Source: an optimization exercise on an open RTL-to-GDS flow (aim: small area). Production flows keep margins and buffers that such runs may drop.
Where RTL was checked, it was by simulation tests only, not by an equivalence proof against the original.

==> flow/design.v <==
module m24aa01_eeprom (
  input  logic clock,
  input  logic rst_n,
  input  logic a0,
  input  logic a1,
  input  logic a2,
  input  logic wp,
  input  logic scl_i,
  input  logic sda_i,
  output logic sda_oe,
  output logic busy
);
  localparam int          AW         = 7;
  localparam int          OFFW       = 3;
  localparam int          PAGE_SIZE  = 8;
  localparam int          NPAGES     = 16;
  localparam int          TWC_CYCLES = 5000;
  localparam int          CW         = 13;
  localparam logic [7:0]  INIT_VALUE = 8'hFF;
  typedef enum logic [3:0] {
    S_IDLE,
    S_DEV_ADDR,
    S_DEV_ACK,
    S_WORD_ADDR,
    S_WORD_ACK,
    S_WR_DATA,
    S_WR_ACK,
    S_RD_DATA,
    S_RD_ACK
  } state_t;
  logic unused_pins;
  assign unused_pins = a0 ^ a1 ^ a2;
  logic scl_s1_q, scl_s2_q, scl_prev_q;
  logic sda_s1_q, sda_s2_q, sda_prev_q;
  always_ff @(posedge clock or negedge rst_n) begin
    if (!rst_n) begin
      scl_s1_q   <= 1'b1;
      scl_s2_q   <= 1'b1;
      scl_prev_q <= 1'b1;
      sda_s1_q   <= 1'b1;
      sda_s2_q   <= 1'b1;
      sda_prev_q <= 1'b1;
    end else begin
      scl_s1_q   <= scl_i;
      scl_s2_q   <= scl_s1_q;
      scl_prev_q <= scl_s2_q;
      sda_s1_q   <= sda_i;
      sda_s2_q   <= sda_s1_q;
      sda_prev_q <= sda_s2_q;
    end
  end
  logic scl_rise, scl_fall, start_det, stop_det;
  assign scl_rise  = scl_s2_q & ~scl_prev_q;
  assign scl_fall  = ~scl_s2_q & scl_prev_q;
  assign start_det = scl_s2_q & scl_prev_q & sda_prev_q & ~sda_s2_q;
  assign stop_det  = scl_s2_q & scl_prev_q & ~sda_prev_q & sda_s2_q;
  state_t              state_q;
  logic [3:0]          bit_cnt_q;
  logic [7:0]          shift_q;
  logic                rw_q;
  logic                master_ack_q;
  logic [AW-1:0]       pointer_q;
  logic                sda_oe_q;
  logic [PAGE_SIZE-1:0] valid_q;
  logic [7:0]          page_buf_q [PAGE_SIZE];
  logic                busy_q;
  logic [CW-1:0]       busy_cnt_q;
  logic [7:0]          mem_rd;
  logic [AW-1:0]       ptr_inc;
  logic [OFFW-1:0]     ptr_off;
  logic [OFFW-1:0]     ptr_off_inc;
  logic                byte_done;
  logic                commit_d;
  logic [15:0][7:0]    ring_q [PAGE_SIZE];
  logic [3:0]          phase_q;      
  logic                init_q;       
  logic                wr_act_q;     
  logic                wr_hit;
  logic [7:0]          rd_a_q;       
  logic                a_ok_q;       
  logic                ahead_q;      
  logic                rd_load;
  logic [AW-1:0]       fetch_addr;
  logic                fetch_hit;
  logic [7:0]          fetch_data;
  logic                ptr_load;
  logic                ptr_step;
  assign mem_rd      = rd_a_q;
  assign ptr_inc     = pointer_q + AW'(1);
  assign ptr_off     = pointer_q[OFFW-1:0];
  assign ptr_off_inc = ptr_off + OFFW'(1);
  assign byte_done   = scl_fall && (bit_cnt_q == 4'd8);
  assign commit_d = stop_det && (state_q == S_WR_DATA) && (bit_cnt_q <= 4'd1)
                    && (|valid_q) && !wp;
  assign rd_load  = !start_det && !stop_det && scl_fall &&
                    (((state_q == S_DEV_ACK) && rw_q) ||
                     ((state_q == S_RD_ACK) && master_ack_q));
  assign ptr_step = !start_det && !stop_det && (state_q == S_RD_DATA) && byte_done;
  assign ptr_load = !start_det && !stop_det && byte_done &&
                    ((state_q == S_WORD_ADDR) || (state_q == S_WR_DATA));
  always_ff @(posedge clock or negedge rst_n) begin
    if (!rst_n) begin
      state_q      <= S_IDLE;
      bit_cnt_q    <= '0;
      shift_q      <= '0;
      rw_q         <= 1'b0;
      master_ack_q <= 1'b0;
      pointer_q    <= '0;
      sda_oe_q     <= 1'b0;
      valid_q      <= '0;
    end else if (start_det) begin
      state_q   <= S_DEV_ADDR;
      bit_cnt_q <= '0;
      sda_oe_q  <= 1'b0;
      if (!(wr_act_q && !wr_hit)) valid_q <= '0;
    end else if (stop_det) begin
      state_q   <= S_IDLE;
      bit_cnt_q <= '0;
      sda_oe_q  <= 1'b0;
      if (!(wr_act_q && !wr_hit) && !commit_d) valid_q <= '0;
    end else begin
      if (wr_hit) valid_q <= '0;
      case (state_q)
        S_IDLE: begin
          sda_oe_q <= 1'b0;
        end
        S_DEV_ADDR: begin
          if (scl_rise) begin
            shift_q   <= {shift_q[6:0], sda_s2_q};
            bit_cnt_q <= bit_cnt_q + 4'd1;
          end else if (byte_done) begin
            bit_cnt_q <= '0;
            if (shift_q[7:4] == 4'b1010 && !busy_q) begin
              sda_oe_q <= 1'b1;
              rw_q     <= shift_q[0];
              state_q  <= S_DEV_ACK;
            end else begin
              sda_oe_q <= 1'b0;
              state_q  <= S_IDLE;
            end
          end
        end
        S_DEV_ACK: begin
          if (scl_fall) begin
            bit_cnt_q <= '0;
            if (rw_q) begin
              shift_q  <= mem_rd;
              sda_oe_q <= ~mem_rd[7];
              state_q  <= S_RD_DATA;
            end else begin
              sda_oe_q <= 1'b0;
              state_q  <= S_WORD_ADDR;
            end
          end
        end
        S_WORD_ADDR: begin
          if (scl_rise) begin
            shift_q   <= {shift_q[6:0], sda_s2_q};
            bit_cnt_q <= bit_cnt_q + 4'd1;
          end else if (byte_done) begin
            bit_cnt_q <= '0;
            pointer_q <= shift_q[AW-1:0];
            sda_oe_q  <= 1'b1;
            state_q   <= S_WORD_ACK;
          end
        end
        S_WORD_ACK: begin
          if (scl_fall) begin
            bit_cnt_q <= '0;
            sda_oe_q  <= 1'b0;
            state_q   <= S_WR_DATA;
          end
        end
        S_WR_DATA: begin
          if (scl_rise) begin
            shift_q   <= {shift_q[6:0], sda_s2_q};
            bit_cnt_q <= bit_cnt_q + 4'd1;
          end else if (byte_done) begin
            bit_cnt_q           <= '0;
            valid_q[ptr_off]    <= 1'b1;
            pointer_q           <= {pointer_q[AW-1:OFFW], ptr_off_inc};
            sda_oe_q            <= 1'b1;
            state_q             <= S_WR_ACK;
          end
        end
        S_WR_ACK: begin
          if (scl_fall) begin
            bit_cnt_q <= '0;
            sda_oe_q  <= 1'b0;
            state_q   <= S_WR_DATA;
          end
        end
        S_RD_DATA: begin
          if (scl_rise) begin
            bit_cnt_q <= bit_cnt_q + 4'd1;
          end else if (scl_fall) begin
            if (bit_cnt_q == 4'd8) begin
              sda_oe_q  <= 1'b0;
              pointer_q <= ptr_inc;
              state_q   <= S_RD_ACK;
            end else begin
              sda_oe_q <= ~shift_q[6];
              shift_q  <= {shift_q[6:0], 1'b0};
            end
          end
        end
        S_RD_ACK: begin
          if (scl_rise) begin
            master_ack_q <= ~sda_s2_q;
          end else if (scl_fall) begin
            bit_cnt_q <= '0;
            if (master_ack_q) begin
              shift_q  <= mem_rd;
              sda_oe_q <= ~mem_rd[7];
              state_q  <= S_RD_DATA;
            end else begin
              sda_oe_q <= 1'b0;
              state_q  <= S_IDLE;
            end
          end
        end
        default: begin
          state_q  <= S_IDLE;
          sda_oe_q <= 1'b0;
        end
      endcase
    end
  end
  always_ff @(posedge clock) begin
    if (!start_det && !stop_det && (state_q == S_WR_DATA) && !scl_rise && byte_done) begin
      page_buf_q[ptr_off] <= shift_q;
    end
  end
  always_ff @(posedge clock or negedge rst_n) begin
    if (!rst_n) begin
      phase_q  <= '0;
      init_q   <= 1'b1;
      wr_act_q <= 1'b0;
    end else begin
      phase_q <= phase_q + 4'd1;
      if (phase_q == 4'd15) init_q <= 1'b0;
      if (commit_d)         wr_act_q <= 1'b1;
      else if (wr_hit)      wr_act_q <= 1'b0;
    end
  end
  assign wr_hit = wr_act_q && (phase_q == pointer_q[AW-1:OFFW]);
  for (genvar r = 0; r < PAGE_SIZE; r++) begin : g_ring
    logic [7:0] ins;
    assign ins = init_q                ? INIT_VALUE    :
                 (wr_hit && valid_q[r]) ? page_buf_q[r] : ring_q[r][0];
    always_ff @(posedge clock) begin
      ring_q[r] <= {ins, ring_q[r][15:1]};
    end
  end
  assign fetch_addr = ahead_q ? ptr_inc : pointer_q;
  assign fetch_hit  = !init_q && (phase_q == fetch_addr[AW-1:OFFW]);
  assign fetch_data = ring_q[fetch_addr[OFFW-1:0]][0];
  always_ff @(posedge clock or negedge rst_n) begin
    if (!rst_n) begin
      rd_a_q  <= INIT_VALUE;
      a_ok_q  <= 1'b1;
      ahead_q <= 1'b0;
    end else begin
      if (rd_load) begin
        ahead_q <= 1'b1;
      end else if (ptr_step || ((start_det || stop_det) && ahead_q)) begin
        ahead_q <= 1'b0;
      end
      if (ptr_load || wr_hit || rd_load || ((start_det || stop_det) && ahead_q)) begin
        a_ok_q <= 1'b0;
      end else if (fetch_hit && !a_ok_q) begin
        rd_a_q <= fetch_data;
        a_ok_q <= 1'b1;
      end
    end
  end
  localparam logic [CW-1:0] LFSR_START = 13'h1FFF;
  localparam logic [CW-1:0] LFSR_END   = 13'h193E;
  logic [CW-1:0] busy_cnt_next;
  assign busy_cnt_next = {busy_cnt_q[CW-2:0],
                          busy_cnt_q[12] ^ busy_cnt_q[3] ^ busy_cnt_q[2] ^ busy_cnt_q[0]};
  always_ff @(posedge clock or negedge rst_n) begin
    if (!rst_n) begin
      busy_q     <= 1'b0;
      busy_cnt_q <= LFSR_START;
    end else begin
      busy_cnt_q <= commit_d ? LFSR_START : busy_cnt_next;
      if (commit_d) begin
        busy_q <= 1'b1;
      end else if (busy_q && (busy_cnt_q == LFSR_END)) begin
        busy_q <= 1'b0;
      end
    end
  end
  assign sda_oe = sda_oe_q;
  assign busy   = busy_q;
endmodule
==> flow/config.mk <==
export PLATFORM = sky130hd
export DESIGN_NAME = m24aa01_eeprom
export DESIGN_NICKNAME = m24aa01_eeprom
export VERILOG_FILES = /design/flow/design.v
export SDC_FILE = /design/flow/constraint.sdc
export NUM_CORES = 4
export LEC_CHECK = 0
export CAP_MARGIN = 20
export CORE_MARGIN = 2
export CORE_UTILIZATION = 70
export CTS_BUF_LIST = sky130_fd_sc_hd__clkbuf_16
export CTS_CLUSTER_DIAMETER = 80
export CTS_CLUSTER_SIZE = 32
export PLACE_DENSITY = 0.8
export SLEW_MARGIN = 20
==> flow/constraint.sdc <==
create_clock -name core_clock -period 6.0 [get_ports {clock}]
set_input_delay 1.2000 -clock core_clock [delete_from_list [all_inputs] [get_ports {clock}]]
set_output_delay 1.2000 -clock core_clock [all_outputs]
set_load 0.01 [all_outputs]
run.sh (not shown) runs the stock make flow with config.mk's settings and CLKGATE_MAP_FILE= SYNTH_SCRIPT=/design/flow/synth_recipe.tcl, a recipe that flattens the netlist after the stock synthesis.
The starting point passed the timing, DRC and antenna checks.
Next try:
--- a/flow/design.v
+++ b/flow/design.v
@@ -275,19 +275,16 @@
     end
   end
-  localparam logic [CW-1:0] LFSR_START = 13'h1FFF;
-  localparam logic [CW-1:0] LFSR_END   = 13'h193E;
-  logic [CW-1:0] busy_cnt_next;
-  assign busy_cnt_next = {busy_cnt_q[CW-2:0],
-                          busy_cnt_q[12] ^ busy_cnt_q[3] ^ busy_cnt_q[2] ^ busy_cnt_q[0]};
   always_ff @(posedge clock or negedge rst_n) begin
     if (!rst_n) begin
       busy_q     <= 1'b0;
-      busy_cnt_q <= LFSR_START;
-    end else begin
-      busy_cnt_q <= commit_d ? LFSR_START : busy_cnt_next;
-      if (commit_d) begin
-        busy_q <= 1'b1;
-      end else if (busy_q && (busy_cnt_q == LFSR_END)) begin
+      busy_cnt_q <= '0;
+    end else if (commit_d) begin
+      busy_q     <= 1'b1;
+      busy_cnt_q <= CW'(TWC_CYCLES - 1);
+    end else if (busy_q) begin
+      if (busy_cnt_q == '0) begin
         busy_q <= 1'b0;
+      end else begin
+        busy_cnt_q <= busy_cnt_q - CW'(1);
       end
     end
=> The new run completed with no timing, DRC or antenna violations. Synthesized cell count drops by about 0.4%. Sequential share of layout area drops by 0.26 points. Cell area stays flat. Synthesized area hardly moves. Cell count barely changes. Worst setup slack degrades by 0.22 ns. Routed wire length fell by 1.7%. Sequential cell count does not change. Clock-buffer cell count is higher by 2. Utilization went up by 0.19 points. Global-route usage is lower by 0.44 points.
Only the layout flow was run in the second run of this note; the RTL was not checked for function there.

-- port drivers added, routing unchanged --
In the flow no input, the clock included, has a driving cell. The finished layouts below were timed again as built, in two steps. Step 1: set_driving_cell puts a clkbuf_16 on clock and a buf_2 on each other input, an assumption about the parent block. Step 2 moves the port delays by t, midway between the first and last clock arrival at a register: inputs arrive t later, outputs are due t later. That takes back most of the time a late clock gives input paths. a / b / c = no drivers / after step 1 / after step 2; a / b = the first two.
| run | t, ns | setup slack, ns | worst setup path after step 2 |
|---|---|---|---|
| the first run | 0.651 | 2.618 / 2.618 / 2.618 | register to register |
| the second run | 0.659 | 2.399 / 2.399 / 2.399 | register to register |
After both steps setup and hold are still met in every run listed.
